What follows belongs to an exercise in optimizing a design on an open flow for small area, a short achievable clock period and few clock cycles; a production flow would make more cautious choices.
Where RTL was checked, it was by simulation tests only, not by an equivalence proof against the original.
Power is estimated from default activity; no workload was simulated.

==> inputs of run F <==
## pcap_stream_deframer_core
module pcap_stream_deframer_core
#(
    parameter int unsigned OUT_DEPTH = psdf_pkg::OUT_DEPTH_DEFAULT
)
(
    input  logic             clk,
    input  logic             rst_n,
    input  logic             s_tvalid,
    output logic             s_tready,
    input  logic [7:0]       s_tdata,    
    input  logic             s_tuser,    
    input  logic             s_tlast,    
    output logic             m_tvalid,
    input  logic             m_tready,
    output logic [159:0]     m_tdata,
    output logic [2:0]       m_tuser,    
    output logic             m_tlast,    
    input  logic             cfg_valid,
    output logic             cfg_ready,
    input  logic [psdf_pkg::CAP_W-1:0] cfg_data    
);
    localparam logic [1:0] PH_FILE = 2'd0;
    localparam logic [1:0] PH_REC  = 2'd1;
    localparam logic [1:0] PH_DATA = 2'd2;
    localparam logic [1:0] PH_STOP = 2'd3;
    logic        in_v, sk_v, rdy;
    logic [7:0]  in_b, sk_b;
    logic        in_bv, sk_bv;
    logic        in_eos, sk_eos;
    logic        o_v;
    logic        o_pay;      
    logic        o_stat;     
    logic [3:0]  o_st;
    logic        o_lip;
    logic        o_loi;
    logic [1:0]  ph;
    logic [4:0]  idx;
    logic [1:0]  err;
    logic        nano;
    logic        gt;
    logic        hinz;
    logic        over_lim;   
    logic        rem_zero;   
    logic [18:0] rem;
    logic [18:0] cl;
    logic [18:0] lim;
    logic [31:0] snap;
    logic [31:0] cnt;
    logic [95:0] sr;
    logic [7:0]  pb;
    logic acc, go, pop, bstep;
    logic cl_clr;
    assign s_tready  = rdy;
    assign cfg_ready = 1'b1;
    assign m_tvalid  = o_v;
    assign acc   = s_tvalid && rdy;
    assign go    = in_v && (!o_v || m_tready);
    assign bstep = go && in_bv;
    assign pop   = go && !(in_bv && in_eos);
    assign cl_clr = ph != PH_REC || (!in_bv && in_eos)
                    || (in_bv && idx[3:0] == 4'd15 && (gt || over_lim));
    logic        fh_ok;
    logic [1:0]  fh_code;
    logic [1:0]  err_n;
    logic        rec_last;
    logic [3:0]  rec_st;
    logic        rem_one;
    logic        cap_byte;
    logic        res;
    logic        res_pay;
    logic        res_stat;
    logic [3:0]  res_st;
    logic        res_lip;
    logic        res_loi;
    logic [1:0]  ph_n;
    logic [4:0]  idx_n;
    logic        cnt_inc;
    logic        sr_sh;
    logic        snap_en;
  ...
Settings: LEC_CHECK=0, CAP_MARGIN=20, CORE_MARGIN=2, CORE_UTILIZATION=40, SETUP_SLACK_MARGIN=3.0, SLEW_MARGIN=20, TNS_END_PERCENT=10; clock period 5.5 ns.
run.sh (not shown) runs the stock make flow with config.mk's settings and CLKGATE_MAP_FILE= SYNTH_SCRIPT=/design/flow/synth_recipe.tcl, a recipe that flattens the netlist after the stock synthesis.
==> run M (differences from run F) <==
--- a/flow/design.v
+++ b/flow/design.v
@@ -37,53 +37,59 @@
     logic        o_stat;     
     logic [3:0]  o_st;
     logic        o_lip;
     logic        o_loi;
     logic [1:0]  ph;
     logic [4:0]  idx;
-    logic [1:0]  err;
+    logic [1:0]  err;        
+    logic        chk;        
     logic        nano;
     logic        gt;
     logic        hinz;
     logic        over_lim;   
     logic        rem_zero;   
+    logic        rem_one;    
     logic [18:0] rem;
     logic [18:0] cl;
     logic [18:0] lim;
     logic [31:0] snap;
     logic [31:0] cnt;
     logic [95:0] sr;
     logic [7:0]  pb;
     logic acc, go, pop, bstep;
     logic cl_clr;
+    logic [7:0] hd;
+    function automatic logic [3:0] hdr_pos(input int k);
+        hdr_pos = (k < 8) ? 4'(k) : 4'(k + 4);
+    endfunction
     assign s_tready  = rdy;
     assign cfg_ready = 1'b1;
     assign m_tvalid  = o_v;
     assign acc   = s_tvalid && rdy;
     assign go    = in_v && (!o_v || m_tready);
     assign bstep = go && in_bv;
     assign pop   = go && !(in_bv && in_eos);
     assign cl_clr = ph != PH_REC || (!in_bv && in_eos)
                     || (in_bv && idx[3:0] == 4'd15 && (gt || over_lim));
+    assign hd     = cl_clr ? 8'd0 : in_b;
     logic        fh_ok;
     logic [1:0]  fh_code;
     logic [1:0]  err_n;
+    logic [1:0]  fh_fin;
     logic        rec_last;
     logic [3:0]  rec_st;
-    logic        rem_one;
     logic        cap_byte;
     logic        res;
     logic        res_pay;
     logic        res_stat;
     logic [3:0]  res_st;
     logic        res_lip;
     logic        res_loi;
     logic [1:0]  ph_n;
     logic [4:0]  idx_n;
     logic        cnt_inc;
-    logic        sr_sh;
     logic        snap_en;
     logic        nano_n;
     always_comb
     begin
         case (idx)
             5'd0:    fh_ok = (in_b == 8'hd4) || (in_b == 8'h4d);
@@ -97,68 +103,64 @@
             5'd20:   fh_ok = in_b == 8'h01;
             5'd21:   fh_ok = in_b == 8'h00;
             5'd22:   fh_ok = in_b == 8'h00;
             5'd23:   fh_ok = in_b[1:0] == 2'b00;
             default: fh_ok = 1'b1;
         endcase
-        fh_code = idx[4] ? 2'd3 : (idx[2] ? 2'd2 : 2'd1);
-        err_n   = (err == 2'd0 && !fh_ok) ? fh_code : err;
+        fh_code = idx[4] ? 2'd3 : ((idx[3] || (idx[2] && idx[1:0] != 2'd0)) ? 2'd2 : 2'd1);
+        err_n   = (idx != 5'd0 && err == 2'd0 && chk) ? fh_code : err;
+        fh_fin  = (err != 2'd0) ? err : ((chk || in_b[1:0] != 2'b00) ? 2'd3 : 2'd0);
         rec_st   = gt ? 4'd4 : (over_lim ? 4'd5 : 4'd0);
         rec_last = idx[3:0] == 4'd15;
-        rem_one  = rem == 19'd1;
         cap_byte = idx[3:2] == 2'b10;
         res      = 1'b0;
         res_pay  = 1'b0;
         res_stat = 1'b1;
         res_st   = 4'd0;
         res_lip  = 1'b0;
         res_loi  = 1'b1;
         ph_n     = ph;
         idx_n    = idx;
         cnt_inc  = 1'b0;
-        sr_sh    = 1'b0;
         snap_en  = 1'b0;
         nano_n   = nano;
         if (in_bv)
         begin
             case (ph)
                 PH_FILE:
                 begin
                     snap_en = idx[4:2] == 3'b100;
                     if (idx == 5'd0)
                         nano_n = in_b == 8'h4d;
-                    else if (idx[4:2] == 3'b000 && !fh_ok)
-                        nano_n = 1'b0;
                     if (idx == 5'd23)
                     begin
-                        idx_n = 5'd0;
-                        if (err_n != 2'd0)
+                        idx_n  = 5'd0;
+                        nano_n = nano && err != 2'd1;
+                        if (fh_fin != 2'd0)
                         begin
                             res    = 1'b1;
-                            res_st = {2'b00, err_n};
+                            res_st = {2'b00, fh_fin};
                             ph_n   = PH_STOP;
                         end
                         else
                             ph_n = PH_REC;
                     end
                     else
                         idx_n = idx + 5'd1;
                 end
                 PH_REC:
                 begin
-                    sr_sh   = !cap_byte;
                     snap_en = cap_byte;
                     if (rec_last)
                     begin
                         idx_n = 5'd0;
                         res   = 1'b1;
                         if (rec_st != 4'd0)
                         begin
                             res_st = rec_st;
                             ph_n   = PH_STOP;
-                            sr_sh  = 1'b0;
                         end
                         else
                         begin
                             res_stat = 1'b0;
                             res_loi  = !in_eos;
                             if (rem_zero)
@@ -298,22 +300,22 @@
             o_st   <= res_st;
             o_lip  <= res_lip;
             o_loi  <= res_loi;
         end
         if (go)
         begin
-            if (ph != PH_REC || (in_bv && !cap_byte) || (!in_bv && in_eos))
-                sr <= (ph == PH_REC && in_bv && !(rec_last && rec_st != 4'd0)) ?
-                      {in_b, sr[95:8]} : 96'd0;
+            for (int k = 0; k < 12; k++)
+                if (cl_clr || (ph == PH_REC && in_bv && idx[3:0] == hdr_pos(k)))
+                    sr[8*k +: 8] <= hd;
             pb <= (ph == PH_DATA && in_bv) ? in_b : 8'd0;
-            if (cl_clr || (ph == PH_REC && in_bv && cap_byte && idx[1:0] == 2'd0))
-                cl[7:0]   <= (ph == PH_REC && in_bv && cap_byte) ? in_b      : 8'd0;
-            if (cl_clr || (ph == PH_REC && in_bv && cap_byte && idx[1:0] == 2'd1))
-                cl[15:8]  <= (ph == PH_REC && in_bv && cap_byte) ? in_b      : 8'd0;
-            if (cl_clr || (ph == PH_REC && in_bv && cap_byte && idx[1:0] == 2'd2))
-                cl[18:16] <= (ph == PH_REC && in_bv && cap_byte) ? in_b[2:0] : 3'd0;
+            if (cl_clr || (ph == PH_REC && in_bv && idx[3:0] == 4'd8))
+                cl[7:0]   <= hd;
+            if (cl_clr || (ph == PH_REC && in_bv && idx[3:0] == 4'd9))
+                cl[15:8]  <= hd;
+            if (cl_clr || (ph == PH_REC && in_bv && idx[3:0] == 4'd10))
+                cl[18:16] <= hd[2:0];
         end
         if (bstep && snap_en)
             snap <= {(ph == PH_FILE) ? in_b : snap[7:0], snap[31:8]};
         if (bstep && ph == PH_REC && cap_byte)
         begin
             gt <= (in_b > snap[7:0]) || (in_b == snap[7:0] && gt && idx[1:0] != 2'd0);
@@ -327,12 +329,15 @@
                 end
                 default: hinz <= hinz || (in_b != 8'd0);
             endcase
         end
         if (bstep && ph == PH_DATA)
             rem <= rem - 19'd1;
+        if (bstep && ph == PH_FILE)
+            chk <= !fh_ok;
+        rem_one <= (bstep && ph == PH_DATA) ? (rem == 19'd2) : (rem == 19'd1);
         over_lim <= hinz || (rem > lim);
         rem_zero <= rem == 19'd0;
     end
     assign m_tdata = {cnt, o_st, cl, sr[95:64], nano, sr[63:32], sr[31:0], pb};
     assign m_tuser = {o_loi, o_stat, o_pay};
     assign m_tlast = o_lip;
==> flow/flow/run.sh (new file) <==
#!/bin/bash
# The standard layout (standard.sh: the standard flow's synthesis and ORFS flow, with
# config.mk's settings), with one change: the port buffers that ORFS puts
# on every input and output are buf_2 cells instead of the cell buffer_ports
# picks by itself.
set -euo pipefail
export BUFFER_PORTS_ARGS="-buffer_cell sky130_fd_sc_hd__buf_2"
bash standard.sh > standard_flow.log 2>&1
==> flow/standard.sh (new file) <==
#!/bin/bash
# synth_recipe.tcl (not shown) runs the flow's synth.tcl, then flattens the netlist and writes it again
# the make line also repeats each setting of config.mk as NAME=value (left out here)
make -C /OpenROAD-flow-scripts/flow DESIGN_CONFIG=/design/flow/config.mk WORK_HOME=/design/flow/orfs CLKGATE_MAP_FILE= SYNTH_SCRIPT=/design/flow/synth_recipe.tcl "${@:-finish}"
- CTS_CLUSTER_DIAMETER: default -> 70
- CTS_CLUSTER_SIZE: default -> 25
- SETUP_SLACK_MARGIN: 3.0 -> 3.2
- TNS_END_PERCENT: 10 -> 100
removed: flow/run.sh
==> run G (differences from run F) <==
--- a/flow/design.v
+++ b/flow/design.v
@@ -37,53 +37,59 @@
     logic        o_stat;     
     logic [3:0]  o_st;
     logic        o_lip;
     logic        o_loi;
     logic [1:0]  ph;
     logic [4:0]  idx;
-    logic [1:0]  err;
+    logic [1:0]  err;        
+    logic        chk;        
     logic        nano;
     logic        gt;
     logic        hinz;
     logic        over_lim;   
     logic        rem_zero;   
+    logic        rem_one;    
     logic [18:0] rem;
     logic [18:0] cl;
     logic [18:0] lim;
     logic [31:0] snap;
     logic [31:0] cnt;
     logic [95:0] sr;
     logic [7:0]  pb;
     logic acc, go, pop, bstep;
     logic cl_clr;
+    logic [7:0] hd;
+    function automatic logic [3:0] hdr_pos(input int k);
+        hdr_pos = (k < 8) ? 4'(k) : 4'(k + 4);
+    endfunction
     assign s_tready  = rdy;
     assign cfg_ready = 1'b1;
     assign m_tvalid  = o_v;
     assign acc   = s_tvalid && rdy;
     assign go    = in_v && (!o_v || m_tready);
     assign bstep = go && in_bv;
     assign pop   = go && !(in_bv && in_eos);
     assign cl_clr = ph != PH_REC || (!in_bv && in_eos)
                     || (in_bv && idx[3:0] == 4'd15 && (gt || over_lim));
+    assign hd     = cl_clr ? 8'd0 : in_b;
     logic        fh_ok;
     logic [1:0]  fh_code;
     logic [1:0]  err_n;
+    logic [1:0]  fh_fin;
     logic        rec_last;
     logic [3:0]  rec_st;
-    logic        rem_one;
     logic        cap_byte;
     logic        res;
     logic        res_pay;
     logic        res_stat;
     logic [3:0]  res_st;
     logic        res_lip;
     logic        res_loi;
     logic [1:0]  ph_n;
     logic [4:0]  idx_n;
     logic        cnt_inc;
-    logic        sr_sh;
     logic        snap_en;
     logic        nano_n;
     always_comb
     begin
         case (idx)
             5'd0:    fh_ok = (in_b == 8'hd4) || (in_b == 8'h4d);
@@ -97,68 +103,64 @@
             5'd20:   fh_ok = in_b == 8'h01;
             5'd21:   fh_ok = in_b == 8'h00;
             5'd22:   fh_ok = in_b == 8'h00;
             5'd23:   fh_ok = in_b[1:0] == 2'b00;
             default: fh_ok = 1'b1;
         endcase
-        fh_code = idx[4] ? 2'd3 : (idx[2] ? 2'd2 : 2'd1);
-        err_n   = (err == 2'd0 && !fh_ok) ? fh_code : err;
+        fh_code = idx[4] ? 2'd3 : ((idx[3] || (idx[2] && idx[1:0] != 2'd0)) ? 2'd2 : 2'd1);
+        err_n   = (idx != 5'd0 && err == 2'd0 && chk) ? fh_code : err;
+        fh_fin  = (err != 2'd0) ? err : ((chk || in_b[1:0] != 2'b00) ? 2'd3 : 2'd0);
         rec_st   = gt ? 4'd4 : (over_lim ? 4'd5 : 4'd0);
         rec_last = idx[3:0] == 4'd15;
-        rem_one  = rem == 19'd1;
         cap_byte = idx[3:2] == 2'b10;
         res      = 1'b0;
         res_pay  = 1'b0;
         res_stat = 1'b1;
         res_st   = 4'd0;
         res_lip  = 1'b0;
         res_loi  = 1'b1;
         ph_n     = ph;
         idx_n    = idx;
         cnt_inc  = 1'b0;
-        sr_sh    = 1'b0;
         snap_en  = 1'b0;
         nano_n   = nano;
         if (in_bv)
         begin
             case (ph)
                 PH_FILE:
                 begin
                     snap_en = idx[4:2] == 3'b100;
                     if (idx == 5'd0)
                         nano_n = in_b == 8'h4d;
-                    else if (idx[4:2] == 3'b000 && !fh_ok)
-                        nano_n = 1'b0;
                     if (idx == 5'd23)
                     begin
-                        idx_n = 5'd0;
-                        if (err_n != 2'd0)
+                        idx_n  = 5'd0;
+                        nano_n = nano && err != 2'd1;
+                        if (fh_fin != 2'd0)
                         begin
                             res    = 1'b1;
-                            res_st = {2'b00, err_n};
+                            res_st = {2'b00, fh_fin};
                             ph_n   = PH_STOP;
                         end
                         else
                             ph_n = PH_REC;
                     end
                     else
                         idx_n = idx + 5'd1;
                 end
                 PH_REC:
                 begin
-                    sr_sh   = !cap_byte;
                     snap_en = cap_byte;
                     if (rec_last)
                     begin
                         idx_n = 5'd0;
                         res   = 1'b1;
                         if (rec_st != 4'd0)
                         begin
                             res_st = rec_st;
                             ph_n   = PH_STOP;
-                            sr_sh  = 1'b0;
                         end
                         else
                         begin
                             res_stat = 1'b0;
                             res_loi  = !in_eos;
                             if (rem_zero)
@@ -298,22 +300,22 @@
             o_st   <= res_st;
             o_lip  <= res_lip;
             o_loi  <= res_loi;
         end
         if (go)
         begin
-            if (ph != PH_REC || (in_bv && !cap_byte) || (!in_bv && in_eos))
-                sr <= (ph == PH_REC && in_bv && !(rec_last && rec_st != 4'd0)) ?
-                      {in_b, sr[95:8]} : 96'd0;
+            for (int k = 0; k < 12; k++)
+                if (cl_clr || (ph == PH_REC && in_bv && idx[3:0] == hdr_pos(k)))
+                    sr[8*k +: 8] <= hd;
             pb <= (ph == PH_DATA && in_bv) ? in_b : 8'd0;
-            if (cl_clr || (ph == PH_REC && in_bv && cap_byte && idx[1:0] == 2'd0))
-                cl[7:0]   <= (ph == PH_REC && in_bv && cap_byte) ? in_b      : 8'd0;
-            if (cl_clr || (ph == PH_REC && in_bv && cap_byte && idx[1:0] == 2'd1))
-                cl[15:8]  <= (ph == PH_REC && in_bv && cap_byte) ? in_b      : 8'd0;
-            if (cl_clr || (ph == PH_REC && in_bv && cap_byte && idx[1:0] == 2'd2))
-                cl[18:16] <= (ph == PH_REC && in_bv && cap_byte) ? in_b[2:0] : 3'd0;
+            if (cl_clr || (ph == PH_REC && in_bv && idx[3:0] == 4'd8))
+                cl[7:0]   <= hd;
+            if (cl_clr || (ph == PH_REC && in_bv && idx[3:0] == 4'd9))
+                cl[15:8]  <= hd;
+            if (cl_clr || (ph == PH_REC && in_bv && idx[3:0] == 4'd10))
+                cl[18:16] <= hd[2:0];
         end
         if (bstep && snap_en)
             snap <= {(ph == PH_FILE) ? in_b : snap[7:0], snap[31:8]};
         if (bstep && ph == PH_REC && cap_byte)
         begin
             gt <= (in_b > snap[7:0]) || (in_b == snap[7:0] && gt && idx[1:0] != 2'd0);
@@ -327,12 +329,15 @@
                 end
                 default: hinz <= hinz || (in_b != 8'd0);
             endcase
         end
         if (bstep && ph == PH_DATA)
             rem <= rem - 19'd1;
+        if (bstep && ph == PH_FILE)
+            chk <= !fh_ok;
+        rem_one <= (bstep && ph == PH_DATA) ? (rem == 19'd2) : (rem == 19'd1);
         over_lim <= hinz || (rem > lim);
         rem_zero <= rem == 19'd0;
     end
     assign m_tdata = {cnt, o_st, cl, sr[95:64], nano, sr[63:32], sr[31:0], pb};
     assign m_tuser = {o_loi, o_stat, o_pay};
     assign m_tlast = o_lip;
==> flow/flow/run.sh (new file) <==
#!/bin/bash
# The standard layout (standard.sh: the standard flow's synthesis and ORFS flow, with
# config.mk's settings), with one change: the port buffers that ORFS puts
# on every input and output are buf_2 cells instead of the cell buffer_ports
# picks by itself.
set -euo pipefail
export BUFFER_PORTS_ARGS="-buffer_cell sky130_fd_sc_hd__buf_2"
bash standard.sh > standard_flow.log 2>&1
==> flow/standard.sh (new file) <==
#!/bin/bash
# synth_recipe.tcl (not shown) runs the flow's synth.tcl, then flattens the netlist and writes it again
# the make line also repeats each setting of config.mk as NAME=value (left out here)
make -C /OpenROAD-flow-scripts/flow DESIGN_CONFIG=/design/flow/config.mk WORK_HOME=/design/flow/orfs CLKGATE_MAP_FILE= SYNTH_SCRIPT=/design/flow/synth_recipe.tcl "${@:-finish}"
- SETUP_SLACK_MARGIN: 3.0 -> 3.2
- TNS_END_PERCENT: 10 -> 100
removed: flow/run.sh
==> notes <==
In critical path depth, run G and run M do not differ. In die area, run M and run G do not differ. Run F produced a clean layout. Run G passed the timing, design-rule and antenna checks. Run M ran to the end with no violations. Area after synthesis: run F is higher than run M (5.7%). Sequential cell count: run M is higher than run F (2). The highest clock power belongs to run G, the lowest to run M.
Testbench counts of run M, summed over its fixed seeds: cycles 241,439.
Testbench counts of run G, summed over its fixed seeds: cycles 241,439.
Function not checked in run F: the RTL went through the layout flow alone.

re-timing with driven ports:
The results above use ideal ports. As a check the final layouts listed here were re-extracted and re-timed, cells and wires unchanged.
Step 1: set_driving_cell puts a clkbuf_16 on clk and a buf_2 on each other input, an assumption about the parent block.
Step 2 times the ports against the registers' clock, not the clock port: input delays grow and output delays shrink by t, the midpoint of the rising clock arrivals with the driver on.
a / b / c = ideal / step 1 / step 2; a / b = the first two.
| run | t (ns) | setup WS [ns] | worst hold slack (ns) | latest minus earliest clock arrival (ns) | slew at the worst register clock pin (ns) |
|---|---|---|---|---|---|
| run F | 0.599 | 2.827 / 2.777 / 2.364 | 0.414 / 0.414 / 0.414 | 0.014 / 0.014 | 0.06 / 0.06 |
| run M | 0.552 | 3.239 / 3.189 / 2.728 | 0.425 / 0.425 / 0.425 | 0.012 / 0.012 | 0.09 / 0.09 |
| run G | 0.584 | 3.234 / 3.183 / 2.710 | 0.415 / 0.415 / 0.415 | 0.014 / 0.014 | 0.07 / 0.07 |
After both steps every run listed still meets setup and hold. The setup slack of run G, which loses most, moves by -0.051 ns with the drivers and by -0.524 ns with both steps.
